This design comes from an exercise in tuning for small area on the open sky130 flow, not from production work.
No activity file was given, so power comes from the tool's default toggle rates.

Design tunnel_wall_gen, start of the top module:
module tunnel_wall_gen (
    input  logic       clock,
    input  logic       rst,
    input  logic [9:0] Pixel_row,
    input  logic [9:0] Pixel_column,
    input  logic       run,
    input  logic [1:0] speed,
    input  logic [7:0] randomized_value,
    output logic [1:0] wall,
    output logic [7:0] probe_left,
    output logic [7:0] probe_right,
    output logic       ready
);
    localparam logic [7:0] INIT_L = 8'd48;
    function automatic logic [1:0] fa(input logic a, input logic b, input logic c);
        fa = {(a & b) | (a & c) | (b & c), a ^ b ^ c};
    endfunction
    function automatic logic [5:0] pop15_part(input logic [15:1] x);
        logic [1:0] a0, a1, a2, a3, a4, b0, c0, b1, c1;
        a0 = fa(x[1], x[2], x[3]);
        a1 = fa(x[4], x[5], x[6]);
        a2 = fa(x[7], x[8], x[9]);
        a3 = fa(x[10], x[11], x[12]);
        a4 = fa(x[13], x[14], x[15]);
        b0 = fa(a0[0], a1[0], a2[0]);
        c0 = fa(a0[1], a1[1], a2[1]);
        b1 = fa(b0[0], a3[0], a4[0]);
        c1 = fa(c0[0], a3[1], a4[1]);
        pop15_part = {c0[1], c1[1], b0[1], c1[0], b1[1], b1[0]};
    endfunction
    function automatic logic [3:0] pop15_sum(input logic [5:0] p);
        pop15_sum = {3'b0, p[0]} + {2'b0, 2'(p[1]) + 2'(p[2]) + 2'(p[3]), 1'b0} +
                    {1'b0, 2'(p[4]) + 2'(p[5]), 2'b0};
    endfunction
    function automatic logic [4:0] st_enc(input logic [1:0] a, input logic [1:0] b,
                                          input logic [1:0] c);
        if (!c[0]) begin
            st_enc = {c[1], a, b};
        end else if (!a[0]) begin
            st_enc = {a[1], 2'b11, b};
        end else begin
            st_enc = {1'b0, b, 2'b11};
        end
    endfunction
    function automatic logic [5:0] st_dec(input logic [4:0] x);
        logic hi, lo;
        hi = x[3] & x[2];
        lo = x[1] & x[0];
        st_dec[5] = x[4] & !hi & !lo;
        st_dec[4] = hi | lo;
        st_dec[3:2] = lo ? x[3:2] : x[1:0];
        st_dec[1:0] = hi ? {x[4], 1'b0} : lo ? 2'b01 : x[3:2];
    endfunction
  ...
Settings: LEC_CHECK=0, CAP_MARGIN=20, CORE_MARGIN=2, CORE_UTILIZATION=40, CTS_BUF_LIST=sky130_fd_sc_hd__clkbuf_8, CTS_CLUSTER_DIAMETER=60, CTS_CLUSTER_SIZE=16, GPL_TIMING_DRIVEN=0, SLEW_MARGIN=20; clock period 8.0 ns.
standard.sh (not shown) runs the stock make flow with config.mk's settings and CLKGATE_MAP_FILE= SYNTH_SCRIPT=/design/flow/synth_recipe.tcl, a recipe that flattens the netlist after the stock synthesis.
==> flow/flow/run.sh <==
#!/bin/bash
# The standard layout, with the port buffers made of the smallest buffer
# cell (sky130_fd_sc_hd__buf_1) instead of the delay buffer that
# buffer_ports picks by default. Everything else is standard.sh unchanged.
set -euo pipefail
export BUFFER_PORTS_ARGS="-buffer_cell sky130_fd_sc_hd__buf_1"
bash standard.sh > flow_standard.log 2>&1
Next try:
--- a/flow/design.v
+++ b/flow/design.v
@@ -130,16 +130,18 @@
     logic [7:0] top_l_q;     
     logic [1:0] hist_q [4];  
     logic       cpend_q;     
     logic       cage_q;      
     logic [2:0] pos_q;       
     logic [8:0] dcol_q;      
     logic [5:0] nup_q;       
     logic [5:0] ndn_q;
+    logic [2:0] rup_q;       
+    logic [2:0] rdn_q;
     logic       valid_q;
     logic [4:0] wh_q;        
     logic       probe_hit_q;
     logic [1:0] wall_q;
     logic [7:0] probe_l_q;
     logic [4:0] probe_wh_q;
     logic [4:0] w_shr_min;
     logic       w_up, w_dn;
@@ -292,40 +294,37 @@
     logic [5:0]  w_row_grp;
     logic        w_valid;
     logic [4:0]  w_row_shr;
     logic [7:0]  w_base;
     assign w_row_grp = {1'b0, shr_q} - {2'b0, w_dist};
     assign w_valid   = ready_q && !w_row_grp[5];
     assign w_row_shr = (w_row_grp[4:0] > 5'd20) ? 5'd20 : w_row_grp[4:0];
     assign w_base    = !w_valid ? INIT_L : w_open ? top_l_q : w_anchor;
-    logic [2:0]  w_rup, w_rdn;
-    logic [7:0]  w_ccol_c;
-    logic [8:0]  w_ccol_st;
-    assign w_rup     = 3'(w_hin[0] & hist_q[0][1]) + 3'(w_hin[1] & hist_q[1][1]) +
-                       3'(w_hin[2] & hist_q[2][1]) + 3'(w_hin[3] & hist_q[3][1]);
-    assign w_rdn     = 3'(w_hin[0] & hist_q[0][0]) + 3'(w_hin[1] & hist_q[1][0]) +
-                       3'(w_hin[2] & hist_q[2][0]) + 3'(w_hin[3] & hist_q[3][0]);
-    assign w_ccol_c  = (w_ccol > 8'd160) ? 8'd160 : w_ccol;
-    assign w_ccol_st = w_valid ? {1'b0, w_ccol_c} + {6'b0, w_rup} - {6'b0, w_rdn} :
-                       {1'b0, w_ccol_c};
     always_ff @(posedge clock) begin
-        dcol_q      <= w_ccol_st - {1'b0, w_base};
+        dcol_q      <= {1'b0, w_ccol} - {1'b0, w_base};
         nup_q       <= pop15_part(w_mask & w_up_bits);
         ndn_q       <= pop15_part(w_mask & w_dn_bits);
+        rup_q       <= 3'(w_hin[0] & hist_q[0][1]) + 3'(w_hin[1] & hist_q[1][1]) +
+                       3'(w_hin[2] & hist_q[2][1]) + 3'(w_hin[3] & hist_q[3][1]);
+        rdn_q       <= 3'(w_hin[0] & hist_q[0][0]) + 3'(w_hin[1] & hist_q[1][0]) +
+                       3'(w_hin[2] & hist_q[2][0]) + 3'(w_hin[3] & hist_q[3][0]);
         valid_q     <= w_valid;
         wh_q        <= w_valid ? ~w_row_shr : 5'd31;
         probe_hit_q <= (Pixel_row[9:2] == 8'd110) && (w_ccol == 8'd0);
     end
     logic [8:0] w_dcol;
     logic [5:0] w_wm1;
     logic [1:0] w_code;
-    logic [4:0] w_sum;       
-    assign w_sum  = {1'b0, pop15_sum(nup_q)} - {1'b0, pop15_sum(ndn_q)};
-    assign w_dcol = valid_q ? dcol_q + {{4{w_sum[4]}}, w_sum} : dcol_q;
+    logic [4:0] w_nup, w_ndn;
+    logic [5:0] w_sum;       
+    assign w_nup  = {1'b0, pop15_sum(nup_q)} + {2'b0, rup_q};
+    assign w_ndn  = {1'b0, pop15_sum(ndn_q)} + {2'b0, rdn_q};
+    assign w_sum  = {1'b0, w_nup} - {1'b0, w_ndn};
+    assign w_dcol = valid_q ? dcol_q + {{3{w_sum[5]}}, w_sum} : dcol_q;
     assign w_wm1  = {wh_q, 1'b1};
     always_comb begin
         if (w_dcol == 9'd0 || w_dcol == {3'b0, w_wm1}) begin
             w_code = WALL_EDGE;
         end else if (w_dcol[8]) begin
             w_code = WALL_LEFT;
         end else if (w_dcol > {3'b0, w_wm1}) begin
             w_code = WALL_RIGHT;
Design area hardly moves.
Via count is lower by a few percent.
Worst setup slack is better by 0.92 ns.
Synthesized area drops slightly.
Synthesized cell count went down by a few percent.
Critical path depth goes down by 13.
Hold slack degrades by 0.015 ns.
Cell count drops by a few percent.
Total power climbs by a little under a tenth.
Non-clock buffer count came out lower by 4.
Function was not checked in any run of this note: the RTL went through the layout flow alone.

## re-timing with driven ports
How much do the figures lean on ideal ports? The routed layouts below were timed once more, with nothing changed but the port constraints.
Step 1 assumes that a clkbuf_16 drives the clock port and a buf_2 every other input.
Step 2 times the ports against the registers' clock, not the clock port: input delays grow and output delays shrink by t, the midpoint of the rising clock arrivals with the driver on.
a / b / c = no drivers / after step 1 / after step 2; a / b = the first two.
| run | t (ns) | setup WS [ns] | worst setup path after step 2 |
|---|---|---|---|
| the first run | 0.692 | 0.579 / 0.579 / 0.017 | input to register |
| the second run | 0.629 | 1.503 / 1.529 / 0.901 | input to register |
After both steps setup and hold are still met in every run listed. The setup slack of the second run, which loses most, moves by +0.026 ns with the drivers and by -0.602 ns with both steps.
